From an optimization exercise on the open Yosys and OpenROAD flow, aimed at small area, a short achievable clock period and few clock cycles per item; shortcuts taken in it are not production practice. The RTL was checked by simulation tests, not by an equivalence proof against the original design. No activity file was given, so power comes from the tool's default toggle rates.

Design array_mul_top, start of the top module:
module array_mul_top (
   input  logic        clk,
   input  logic        arst_n,
   input  logic        in_valid,
   input  logic        para_mode,
   input  logic [15:0] a,
   input  logic [15:0] b,
   output logic        out_valid,
   output logic [31:0] p
);
   wire a0 = a[0];
   wire a1 = a[1];
   wire a2 = a[2];
   wire a3 = a[3];
   wire a4 = a[4];
   wire a5 = a[5];
   wire a6 = a[6];
   wire a7 = a[7];
   wire a8 = a[8];
   wire a9 = a[9];
   wire a10 = a[10];
   wire a11 = a[11];
   wire a12 = a[12];
   wire a13 = a[13];
   wire a14 = a[14];
   wire a15 = a[15];
   wire b0 = b[0];
   wire b1 = b[1];
   wire b2 = b[2];
   wire b3 = b[3];
   wire b4 = b[4];
   wire b5 = b[5];
   wire b6 = b[6];
   wire b7 = b[7];
   wire b8 = b[8];
   wire b9 = b[9];
   wire b10 = b[10];
   wire b11 = b[11];
   wire b12 = b[12];
   wire b13 = b[13];
   wire b14 = b[14];
   wire b15 = b[15];
   wire md = para_mode;
   logic pp_0_0;
   logic pp_0_1;
   logic pp_0_2;
   logic pp_0_3;
   logic pp_0_4;
   logic pp_0_5;
   logic pp_0_6;
   logic pp_0_7;
   logic pp_0_8;
   logic pp_0_9;
   logic pp_0_10;
   logic pp_0_11;
   logic pp_0_12;
   logic pp_0_13;
   logic pp_0_14;
   logic pp_0_15;
   logic pp_1_0;
   logic pp_1_1;
   logic pp_1_2;
   logic pp_1_3;
   logic pp_1_4;
   logic pp_1_5;
   logic pp_1_6;
   logic pp_1_7;
   logic pp_1_8;
   logic pp_1_9;
   logic pp_1_10;
   logic pp_1_11;
   logic pp_1_12;
   logic pp_1_13;
   logic pp_1_14;
   logic pp_1_15;
   logic pp_2_0;
   logic pp_2_1;
   logic pp_2_2;
   logic pp_2_3;
   logic pp_2_4;
  ...
Size: about 890 cells after synthesis, about 160 flip-flops, about 69 I/O pins, ~10000 um2 of cells after synthesis.
clock: 6.0 ns
lec_check: 0
cap_margin: 20
core_margin: 2
core_utilization: 40
setup_slack_margin: 3.0
slew_margin: 20
synth_hierarchical: 1
synth_minimum_keep_size: 0
tns_end_percent: 5
run.sh (not shown) runs the stock make flow with config.mk's settings and CLKGATE_MAP_FILE= SYNTH_SCRIPT=/design/flow/synth_recipe.tcl, a recipe that flattens the netlist after the stock synthesis.
Testbench counts at the start, summed over its fixed seeds: cycles 4,008, items 4,000.
Change:
CORE_UTILIZATION = 60   (was 40)
TNS_END_PERCENT = default   (was 5)
After rerunning:
- The changed run ran to the end with no violations
- wire length climbs by 6.0%
- final area increases by 2.3%
- area after synthesis stays the same
Change:
==> flow/flow/run.sh (new file) <==
#!/bin/bash
# Own layout flow: the standard flow (standard.sh, unchanged synthesis and steps), with the
# port buffers that global placement inserts made of sky130_fd_sc_hd__buf_2 instead of the
# cell buffer_ports picks by default. make's full output goes to orfs_make.log here; each
# ORFS step also keeps its own log under orfs/logs/.
set -euo pipefail
bash standard.sh "BUFFER_PORTS_ARGS=-buffer_cell sky130_fd_sc_hd__buf_2" finish > orfs_make.log 2>&1
==> flow/standard.sh (new file) <==
#!/bin/bash
# synth_recipe.tcl (not shown) runs the flow's synth.tcl, then flattens the netlist and writes it again
# the make line also repeats each setting of config.mk as NAME=value (left out here)
make -C /OpenROAD-flow-scripts/flow DESIGN_CONFIG=/design/flow/config.mk WORK_HOME=/design/flow/orfs CLKGATE_MAP_FILE= SYNTH_SCRIPT=/design/flow/synth_recipe.tcl "${@:-finish}"
CORE_UTILIZATION = 40   (was 60)
removed: flow/run.sh
Total power decreases by 1.4%.
Clock skew falls by 0.0081 ns.
Via count decreases by 3.6%.
Cell area hardly moves.
Critical path depth grows by 2.
First-iteration DRC count came out lower by 20%.
Clock power goes up by about 10%.
Setup slack gains 0.016 ns.
Sequential power stays flat.
Worst hold slack gets worse by 0.0080 ns.
Non-clock buffer count goes down by 9.
Change:
==> flow/run.sh (new file) <==
#!/bin/bash
# synth_recipe.tcl (not shown) runs the flow's synth.tcl, then flattens the netlist and writes it again
# the make line also repeats each setting of config.mk as NAME=value (left out here)
make -C /OpenROAD-flow-scripts/flow DESIGN_CONFIG=/design/flow/config.mk WORK_HOME=/design/flow/orfs CLKGATE_MAP_FILE= SYNTH_SCRIPT=/design/flow/synth_recipe.tcl finish
CORE_UTILIZATION = 60   (was 40)
PLACE_DENSITY = 0.8   (was default)
removed: flow/flow/run.sh
removed: flow/standard.sh
- core utilization rose by 25 points
- clock power fell by a few percent
- sequential share of layout area hardly moves
- sequential power hardly moves
- worst setup slack got worse by 0.085 ns
- wire length stays flat
- design area barely changes
- fmax fell by a few percent
- total power rose slightly
Change:
CORE_UTILIZATION = 40   (was 60)
PLACE_DENSITY = default   (was 0.8)
The changed run ran to the end with no violations.
Hold slack stays flat.
Power hardly moves.
Via count fell by 4.4%.
Synthesized cell count does not change.
Sequential share of layout area fell by 0.25 points.
Utilization fell by 24 points.
Routed wire length is about the same.
Non-clock buffer count fell by 4.
Register-to-register slack hardly moves.


== v36 ==
array_mul_top, a different RTL version from the one above (not shown whole).
For scale: ~240 flip-flops, ~69 I/O pins, roughly 12000 sq um of cells after synthesis.
==> flow/config.mk <==
export PLATFORM = sky130hd
export DESIGN_NAME = array_mul_top
export DESIGN_NICKNAME = array_mul_top
export VERILOG_FILES = /design/flow/design.v
export SDC_FILE = /design/flow/constraint.sdc
export NUM_CORES = 4
export LEC_CHECK = 0
export CAP_MARGIN = 20
export CORE_MARGIN = 2
export CORE_UTILIZATION = 40
export CTS_BUF_LIST = sky130_fd_sc_hd__clkbuf_4 sky130_fd_sc_hd__clkbuf_8
export CTS_CLUSTER_SIZE = 20
export SETUP_SLACK_MARGIN = 3.7
export SLEW_MARGIN = 20
export SYNTH_HIERARCHICAL = 1
export SYNTH_MINIMUM_KEEP_SIZE = 0
==> flow/constraint.sdc <==
create_clock -name core_clock -period 6.0 [get_ports {clk}]
set_input_delay 1.2000 -clock core_clock [delete_from_list [all_inputs] [get_ports {clk}]]
set_output_delay 1.2000 -clock core_clock [all_outputs]
set_load 0.01 [all_outputs]
standard.sh (not shown) runs the stock make flow with config.mk's settings and CLKGATE_MAP_FILE= SYNTH_SCRIPT=/design/flow/synth_recipe.tcl, a recipe that flattens the netlist after the stock synthesis.
==> flow/flow/run.sh <==
#!/bin/bash
# Own layout flow: the standard flow (standard.sh, unchanged steps) with three changes:
# port buffers of sky130_fd_sc_hd__buf_2, the delay cells (clkdlybuf4s*, dlygate*, dlymetal*)
# added to the platform's don't-use list so that repair uses plain buffers, and CTS without
# dummy loads. make's full output goes to orfs_make.log here; each ORFS step also keeps its
# own log under orfs/logs/.
set -euo pipefail
bash standard.sh "BUFFER_PORTS_ARGS=-buffer_cell sky130_fd_sc_hd__buf_1" \
  "DONT_USE_CELLS=sky130_fd_sc_hd__probe_p_8 sky130_fd_sc_hd__probec_p_8 sky130_fd_sc_hd__lpflow_bleeder_1 sky130_fd_sc_hd__lpflow_clkbufkapwr_1 sky130_fd_sc_hd__lpflow_clkbufkapwr_16 sky130_fd_sc_hd__lpflow_clkbufkapwr_2 sky130_fd_sc_hd__lpflow_clkbufkapwr_4 sky130_fd_sc_hd__lpflow_clkbufkapwr_8 sky130_fd_sc_hd__lpflow_clkinvkapwr_1 sky130_fd_sc_hd__lpflow_clkinvkapwr_16 sky130_fd_sc_hd__lpflow_clkinvkapwr_2 sky130_fd_sc_hd__lpflow_clkinvkapwr_4 sky130_fd_sc_hd__lpflow_clkinvkapwr_8 sky130_fd_sc_hd__lpflow_decapkapwr_12 sky130_fd_sc_hd__lpflow_decapkapwr_3 sky130_fd_sc_hd__lpflow_decapkapwr_4 sky130_fd_sc_hd__lpflow_decapkapwr_6 sky130_fd_sc_hd__lpflow_decapkapwr_8 sky130_fd_sc_hd__lpflow_inputiso0n_1 sky130_fd_sc_hd__lpflow_inputiso0p_1 sky130_fd_sc_hd__lpflow_inputiso1n_1 sky130_fd_sc_hd__lpflow_inputiso1p_1 sky130_fd_sc_hd__lpflow_inputisolatch_1 sky130_fd_sc_hd__lpflow_isobufsrc_1 sky130_fd_sc_hd__lpflow_isobufsrc_16 sky130_fd_sc_hd__lpflow_isobufsrc_2 sky130_fd_sc_hd__lpflow_isobufsrc_4 sky130_fd_sc_hd__lpflow_isobufsrc_8 sky130_fd_sc_hd__lpflow_isobufsrckapwr_16 sky130_fd_sc_hd__lpflow_lsbuf_lh_hl_isowell_tap_1 sky130_fd_sc_hd__lpflow_lsbuf_lh_hl_isowell_tap_2 sky130_fd_sc_hd__lpflow_lsbuf_lh_hl_isowell_tap_4 sky130_fd_sc_hd__lpflow_lsbuf_lh_isowell_4 sky130_fd_sc_hd__lpflow_lsbuf_lh_isowell_tap_1 sky130_fd_sc_hd__lpflow_lsbuf_lh_isowell_tap_2 sky130_fd_sc_hd__lpflow_lsbuf_lh_isowell_tap_4  sky130_fd_sc_hd__clkdlybuf4s15_1 sky130_fd_sc_hd__clkdlybuf4s15_2 sky130_fd_sc_hd__clkdlybuf4s18_1 sky130_fd_sc_hd__clkdlybuf4s18_2 sky130_fd_sc_hd__clkdlybuf4s25_1 sky130_fd_sc_hd__clkdlybuf4s25_2 sky130_fd_sc_hd__clkdlybuf4s50_1 sky130_fd_sc_hd__clkdlybuf4s50_2 sky130_fd_sc_hd__dlygate4sd1_1 sky130_fd_sc_hd__dlygate4sd2_1 sky130_fd_sc_hd__dlygate4sd3_1 sky130_fd_sc_hd__dlymetal6s2s_1 sky130_fd_sc_hd__dlymetal6s4s_1 sky130_fd_sc_hd__dlymetal6s6s_1" \
  "CTS_ARGS=-sink_clustering_enable -repair_clock_nets -dont_use_dummy_load -buf_list {sky130_fd_sc_hd__clkbuf_4 sky130_fd_sc_hd__clkbuf_8} -sink_clustering_size 20" \
  finish > orfs_make.log 2>&1
v36 has completed all stages; timing, DRC and antenna checks passed.
Testbench counts of v36, summed over its fixed seeds: cycles 4,016, items 4,000.
Inputs modified between v36 and v5:
- SETUP_SLACK_MARGIN now 3.45, was 3.7
### Flow results
- | clock group share of total power | v5 vs v36 | 0.5 points higher |
- On final cycle utilization of the critical path, the higher figure sits with v5, not v36.
- On design area, v5 does better than v36.
- Between v5 and v36, the difference in power consumed by sequential cells is negligible.
- Critical path start-end classification: flip-flop to flip-flop -> v36, primary input to flip-flop -> v5
- Compared with v36, v5 shows a lower internal power summed over all cells.
- Going from v36 to v5, synthesized area held; cell count of the worst hold path held; power after layout went down about 6%; later-pin clock latency in the skew report held; worst setup slack went down 110 ps.
> inputs changed (v5 -> v16)
- a change of SETUP_SLACK_MARGIN from 3.45 to 3.6
- a change of CORE_UTILIZATION from 40 to 50
Findings:
- Higher wire length was reported by v16, not v5.
- Changes observed in v16 relative to v5: first-iteration DRC count went up 27; post-route clock period utilization decreased 1.5 points; sequential power share went down 1.3 points; hold slack lost 4.6 ps; net total in the final layout increased by 16 relative to the old numbers.
- Power: v16 draws more than v5
- Number of cells after detailed placement for v16 is lower than for v5.
- Diff v5 and v16: filler cell count in the final layout higher in v5
- v16 vs v5: maximum operating frequency up
- Area growth from synthesis to final layout was higher in v16 than in v5.
## Diff of input files: v4 against v16
- SETUP_SLACK_MARGIN changed from 3.6 to 3.55
- CORE_UTILIZATION changed from 50 to 40
==> run summary <==
Going from v16 to v4, growth of design area from synthesis to finish now smaller, cell area after layout fell 0.60%, final cell count up about 4.6%.
Looking at top contributor to total power, the combinational cells result is from v16; the registers one comes from v4.
Relative to v4, the following input files were edited for v25:
- changing SETUP_SLACK_MARGIN from 3.55 to 3.65
Findings:
Looking at the reports, v25 completed the entire flow and the layout it produced met the timing, design-rule and antenna checks.
On v25: total via count after detailed routing is 141 higher than what v4 gave.
v25 against v4: number of buffers inserted by post-CTS setup repair higher, worst path setup slack after routing has increased.
--- input diff v25..v43 ---
- a change of SETUP_SLACK_MARGIN from 3.65 to 3.4
Notes after the runs:
Run comparison: v25 highest metal layer used by the detailed router met4; v43 highest metal layer used by the detailed router met5. v25 vs v43, critical path capture point: hs5_q2 vs fs104_q1. Comparing v25 and v43, the lower share of cell area taken by flip-flops and latches was measured on v25. Reported for v25 and v43, synthesized cell count turned out identical to the last digit. Compared with v25, in v43 clock-buffer cell count went down 2, data arrival at the endpoint of the critical path went up 120 ps, worst setup slack after layout went down 160 ps, via count went down 249. A category of the critical setup timing path of primary input to flip-flop is what v43 shows, while flip-flop to flip-flop belongs to v25.

separate check: timing with driven ports:
No port has a modelled driver above. Below, the same layouts with a new extraction and two added sets of constraints. Step 1 assumes that a clkbuf_16 drives the clock port and a buf_2 every other input. Step 2 times the ports against the registers' clock, not the clock port: input delays grow and output delays shrink by t, the midpoint of the rising clock arrivals with the driver on. Three values: ideal, step 1, step 2; two values: the first two.
| run | t, ns | slack for setup (ns) | worst setup path after step 2 | slew at the worst register clock pin (ns) | worst slew at a driven data input, ns |
|---|---|---|---|---|---|
| the first run of note 1 | 0.469 | 2.777 / 2.796 / 2.327 | input to register | 0.08 / 0.08 | 0.06 |
| the second run of note 1 | 0.464 | 2.991 / 2.946 / 2.552 | input to register | 0.07 / 0.07 | 0.08 |
| the third run of note 1 | 0.474 | 3.008 / 2.993 / 2.519 | input to register | 0.09 / 0.09 | 0.08 |
| the fourth run of note 1 | 0.470 | 2.923 / 2.878 / 2.499 | input to register | 0.07 / 0.07 | 0.17 |
| the fifth run of note 1 | 0.481 | 3.009 / 2.981 / 2.540 | input to register | 0.08 / 0.08 | 0.07 |
| v36 | 0.570 | 3.580 / 3.580 / 3.016 | input to register | 0.06 / 0.06 | 0.22 |
| v5 | 0.544 | 3.472 / 3.469 / 2.925 | input to register | 0.06 / 0.06 | 0.05 |
| v16 | 0.553 | 3.564 / 3.564 / 3.059 | input to register | 0.06 / 0.06 | 0.06 |
| v4 | 0.554 | 3.553 / 3.544 / 2.990 | input to register | 0.06 / 0.06 | 0.07 |
| v25 | 0.546 | 3.568 / 3.568 / 3.049 | input to register | 0.06 / 0.06 | 0.19 |
| v43 | 0.558 | 3.409 / 3.416 / 2.858 | input to register | 0.07 / 0.07 | 0.05 |
After both steps every run listed still meets setup and hold. The setup slack of v36, which loses most, moves by 0.000 ns with the drivers and by -0.564 ns with both steps.
